Context: an optimization exercise on an open-source flow, tuned for small area, a short achievable clock period and few clock cycles per item. The choices shown serve that exercise and are no tape-out recipe.
Only simulation tests tie the RTL to the original design; equivalence was not proved.
Power figures rest on the tool's default switching activity, not on a simulated workload.

==> flow/design.v, too long to show whole: its modules and the start of the top module <==
// module mul_26x17_pipe: 20 lines
// module multi_seq_78: 2330 lines
module multi_seq_78 #(
    parameter int RADIX   = 78,
    parameter int DSP_LAT = 3
) (
    input  logic                 clk,
    input  logic                 rst_n,
    input  logic                 in_valid,
    output logic                 in_ready,
    input  logic [RADIX-1:0]     a,
    input  logic [RADIX-1:0]     b,
    output logic                 out_valid,
    input  logic                 out_ready,
    output logic [2*RADIX-1:0]   prod,
    output logic                 busy
);
  // ...
==> flow/run.sh <==
#!/bin/bash
# synth_recipe.tcl (not shown) runs the flow's synth.tcl, then flattens the netlist and writes it again
# the make line also repeats each setting of config.mk as NAME=value (left out here)
make -C /OpenROAD-flow-scripts/flow DESIGN_CONFIG=/design/flow/config.mk WORK_HOME=/design/flow/orfs CLKGATE_MAP_FILE= SYNTH_SCRIPT=/design/flow/synth_recipe.tcl finish
==> flow/config.mk <==
export PLATFORM = sky130hd
export DESIGN_NAME = multi_seq_78
export DESIGN_NICKNAME = multi_seq_78
export VERILOG_FILES = /design/flow/design.v
export SDC_FILE = /design/flow/constraint.sdc
export NUM_CORES = 4
export LEC_CHECK = 0
export CAP_MARGIN = 20
export CORE_MARGIN = 2
export CORE_UTILIZATION = 40
export SETUP_SLACK_MARGIN = 4.0
export SLEW_MARGIN = 20
==> flow/constraint.sdc <==
create_clock -name core_clock -period 6.8 [get_ports {clk}]
set_input_delay 1.3600 -clock core_clock [delete_from_list [all_inputs] [get_ports {clk}]]
set_output_delay 1.3600 -clock core_clock [all_outputs]
set_load 0.01 [all_outputs]
==> impl_metrics.py, run 1 <==
metrics = {
    "global_routing": {
        "grt-ovfl-total": 0,
        "grt_usage_pct": 28.27,
        "grt_pass1_wl_mm": 170.8,
        "antenna_found_initial": 3,
        "use_met1_pct": 37.40,
    },
    "yosys": {
        "syn-num-nets": 3808,
        "ys_ff_latch": 351,
    },
    "sta": {
        "finalHoldViolations": 0,
        "fmaxAchievable_mhz": 290.8,
    },
    "finish": {
        "reg.largest.list": "lo_r: 80 flops, a_r: 78 flops, hc_r: 77 flops",
        "nonClkBufAreaFrac_pct": 14.39,
        "largest_register_ff_count": 80,
        "layout_common_cells": "inv_1, fa_1, a22oi_1, xnor2_1, clkdlybuf4s50_1",
        "multi_input_area_share_pct": 52.20,
        "multiInputGateArea_um2": 21500,
        "seq_cells": 351,
    },
    "drt": {
        "dr_total_vias": 24891,
        "routed.top_layer": "met5",
    },
    "setup_path": {
        "arrival_ns": 3.99,
        "path_depth": 17,
        "r2r-end": "prod[136]",
        "crit_buf_inv": 4,
        "reg2reg_depth": 17,
        "critical_path.top_delay_family": "compound AO/OA/AOI/OAI gates",
    },
    "die": {
        "dieWidth_um": 283.5,
        "row_count": 102,
    },
    "min_path": {
        "min_from": "hs_r[77]",
    },
    "placement": {
        "placedCellCount": 4208,
    },
    "power_and_ir_drop": {
        "ir_drop_mv": 0.2426,
        "seq_power_mw": 3.14,
    },
    "outcome": {
        "outcome": "no timing/DRC/antenna violations",
    },
    "clock_network": {
        "htreeDepth": 2,
    },
}
Testbench counts, summed over its fixed seeds: cycles 20,800, items 1,600.
==> inputs of run 2 (changes only) <==
--- a/flow/config.mk
+++ b/flow/config.mk
@@ -8,5 +8,5 @@
 export CAP_MARGIN = 20
 export CORE_MARGIN = 2
 export CORE_UTILIZATION = 40
-export SETUP_SLACK_MARGIN = 4.0
+export SETUP_SLACK_MARGIN = 4.5
 export SLEW_MARGIN = 20
==> run 2 against run 1 <==
Worst hold slack gained 0.025 ns; core utilization up 3.7 points; setup slack gained 0.022 ns; die area did not move; power rose by 7.4%; synthesized cell count unchanged; cell count rose by 3.5%; flip-flop and latch count stayed put; sequential power hardly changed; sequential share of layout area is 1.1 points lower; count of clock-buffer cells in the layout shrank 14.
==> impl_metrics.py, run 2 <==
metrics = {
    "outcome": {
        "outcome": "no timing/DRC/antenna violations",
    },
    "clock_network": {
        "ctsLongestPathBuffers": 3,
        "tritoncts": "built",
        "htreeDepth": 2,
        "cts.sinks": 351,
        "clock_latency_ns": 0.62,
        "path_clk_slew_ns": 0.07,
        "cts_hold_buf": 0,
        "cts_root_buf": "clkbuf_16",
        "cts_inserted_buffers": 46,
    },
    "setup_path": {
        "arrival_ns": 3.97,
        "cp_max_fo": 5,
        "worstSetupPathType": "register to register",
        "end_kind": "register",
        "startpoint": "prod[83]",
        "worstReg2RegStart": "prod[83]",
        "required_ns": 7.35,
        "crit_path_start_kind": "register",
        "reg2reg_depth": 16,
    },
    "yosys": {
        "async_reset_ff_share_pct": 0,
        "yosys.area.top_type": "fa_1",
        "yosysMostFrequentCell": "inv_1",
        "synth_top_cell_area_share_pct": 20.57,
        "synth_cell_types": 66,
        "synth_edf_count": 156,
        "yosys_warnings": 1,
        "synth.avg_cell_area_um2": 9.930,
        "synthCells": 3146,
        "synth_ff_type": "dfxtp_1",
        "synthTopCellsByCount": "inv_1, a22oi_1, fa_1",
        "synthTopCellsByArea": "fa_1, edfxtp_1, dfxtp_1",
        "syn_area_um2": 31240,
        "syn-num-nets": 3808,
        "ys_seq_area_share_pct": 27.49,
        "ys_ff_latch": 351,
    },
    "sta": {
        "setup_viol": 0,
        "period_minus_slack_ns": 3.417,
        "skew_ns": 0.04400,
        "holdWs_ns": 0.4814,
        "finalHoldViolations": 0,
        "fmaxAchievable_mhz": 292.6,
        "finalCritPeriodShare_pct": 50.26,
        "worstMarginPinSlew_ns": 0.7736,
        "rsz0062_at_grt": "true",
        "relSlewSlack_pct": 48.43,
        "drv_slew": 0,
        "setup_tns_ns": 0,
    },
    "drt": {
        "routed_via_density": 5.616,
        "ant_nets": 0,
        "first_pass_iters": 6,
        "first_iter_violations": 2285,
        "wl_per_cell_um": 26.04,
        "wl_mm": 120.7,
        "dr_total_vias": 26032,
        "post-route-drc-count": 0,
    },
    "finish": {
        "layout-drive-gt1-share_pct": 40.76,
        "syn2layout_area_growth_pct": 40.99,
        "final_common_cell": "inv_1",
        "nNetsFinal": 4216,
        "largest_register_ff_count": 80,
        "post-route-cell-area_um2": 44040,
        "regMostFlops": "lo_r",
        "reg.largest.list": "lo_r: 80 flops, a_r: 78 flops, hc_r: 77 flops",
        "layout_common_cells": "inv_1, xnor2_1, fa_1, a22oi_1, buf_6",
        "nFillCells": 6379,
        "final_cells": 4635,
    },
    "global_routing": {
        "grt_busiest_layer": "met2",
        "grt_max_degree": 95,
        "grt_pass1_wl_mm": 176.2,
        "use_met2_pct": 47.26,
        "use_met3_pct": 5.571,
        "grt_usage_pct": 28.92,
        "grt_pass1_vias": 27582,
        "grt-ovfl-total": 0,
        "antenna_found_initial": 2,
        "use_met1_pct": 36.03,
    },
    "power_and_ir_drop": {
        "p_per_area_nw_per_um2": 437.6,
        "p_clk_share_pct": 13.7,
        "swShare_pct": 44.17,
        "ir_drop_mv": 0.2268,
        "p_int_mw": 10.76,
        "combPwrFrac_pct": 70.0,
        "switchingPower_mw": 8.514,
        "power_leakage_nw": 18.69,
        "seqPwrFrac_pct": 16.3,
        "power_mw": 19.27,
    },
    "placement": {
        "dpl-instance-area_um2": 35930,
        "gp_congestion": 0.8531,
        "placedCellCount": 4210,
        "hpwl_mm": 70.37,
        "io_buffers": 318,
    },
    "die": {
        "dieWidth_um": 283.5,
        "die_h_um": 283.5,
        "ios": 319,
        "start_util_pct": 40.39,
        "core_area_um2": 77340,
        "row_count": 102,
        "die-area_um2": 80350,
    },
    "min_path": {
        "holdPathStages": 2,
        "min_from": "hs_r[77]",
        "min_path_type": "register to register",
    },
    "run": {
        "drv_cap": 0,
    },
}
[run 2: cell families after synthesis]
| kind of cell | synth area share [%] |
|---|---|
| buffers and inverters | 11.70 |
| AO/OA/AOI/OAI | 14.24 |
| adder cells (fa/ha/maj) | 27.82 |
| multiplexers | 2.832 |
| XOR/XNOR | 10.88 |
| AND/OR/NAND/NOR | 5.034 |
| flip-flops | 27.49 |
[run 2: power groups by stage]
stage                     logic [mW]  clock network (mW)  registers [mW]
after floorplan                 7.86                   0            2.91
after global placement          10.2                   0            3.28
after detailed placement        10.4                   0            3.28
after CTS                       12.4                2.68            3.12
after global routing            14.7                2.75            3.17
final                           13.5                2.64            3.14
[run 2: cell type report]
cell class / count / area [um2] / share of cell area (%)
Tap cell: 1040 / 1301 / 2.954
Timing Repair Buffer: 680 / 7667 / 17.41
Clock inverter: 40 / 467.9 / 1.062
Multi-Input combinational cell: 1920 / 22400 / 50.85
Antenna cell: 3 / 7.507 / 0.01704
Timing Repair inverter: 3 / 37.54 / 0.08522
Clock buffer: 46 / 1151 / 2.613
Inverter: 552 / 2143 / 4.866
Sequential cell: 351 / 8871 / 20.14
[run 2: worst paths after layout]
path / slack [ns] / end
worst max-delay path: 3.38 / prod[137]
worst min-delay path: 0.48 / hs_r[77]
worst max register to register: 3.38 / prod[137]
worst min register to register: 0.48 / hs_r[77]
[run 2: stage by stage]
stage / setup WS, ns / utilization [%]
2_1_floorplan: 3.803 / -
3_3_place_gp: 2.693 / 46.42
3_5_place_dp: 2.609 / 46.46
4_1_cts: 3.459 / 54.74
5_1_grt: 3.263 / 56.95
6_report: 3.383 / 56.95
[run 2: timing repair]
| action | in CTS | in global routing |
|---|---|---|
| gates resized for setup | 1295 | 252 |
| gates cloned | 37 | 4 |
| endpoints found under the setup margin | 418 | 409 |
| pin swaps | 227 | 212 |
| buffers inserted | 221 | 74 |
[run 2: worst max-delay path: stages, from the launching register on]
cell      delay [ns]
dfxtp_4         0.36
inv_4           0.04
ha_4            0.26
inv_4           0.04
ha_4            0.25
a21oi_4         0.19
o21ai_4         0.10
a221oi_4        0.32
o21ai_4         0.10
buf_12          0.15
a32o_2          0.33
o21a_4          0.25
fa_2            0.36
xnor2_2         0.15
a211oi_2        0.25
a21oi_2         0.05
nor2_1          0.11
[run 2: per-layer routing]
metal	vias to the layer above	routed length, um
met1	13086	46380
met3	396	9829
met5	-	0
li1	11188	-
met2	1362	56540
met4	0	7927

## what the ideal ports hide
Ports are ideal in the flow. The routed layouts listed here were re-timed in OpenROAD. Step 1 assumes that a clkbuf_16 drives the clock port and a buf_2 every other input. Step 2 times the ports against the registers' clock, not the clock port: input delays grow and output delays shrink by t, the midpoint of the rising clock arrivals with the driver on. Three values: no drivers, after step 1, after step 2; two values: the first two.
| run | t, ns | setup WS [ns] | worst setup path at the end | slew at the worst register clock pin (ns) | worst slew at a driven data input, ns |
|---|---|---|---|---|---|
| run 1 | 0.675 | 3.361 / 3.361 / 3.361 | register to register | 0.06 / 0.06 | 0.07 |
| run 2 | 0.668 | 3.383 / 3.383 / 3.383 | register to register | 0.07 / 0.07 | 0.09 |
After both steps setup and hold are still met in every run listed.
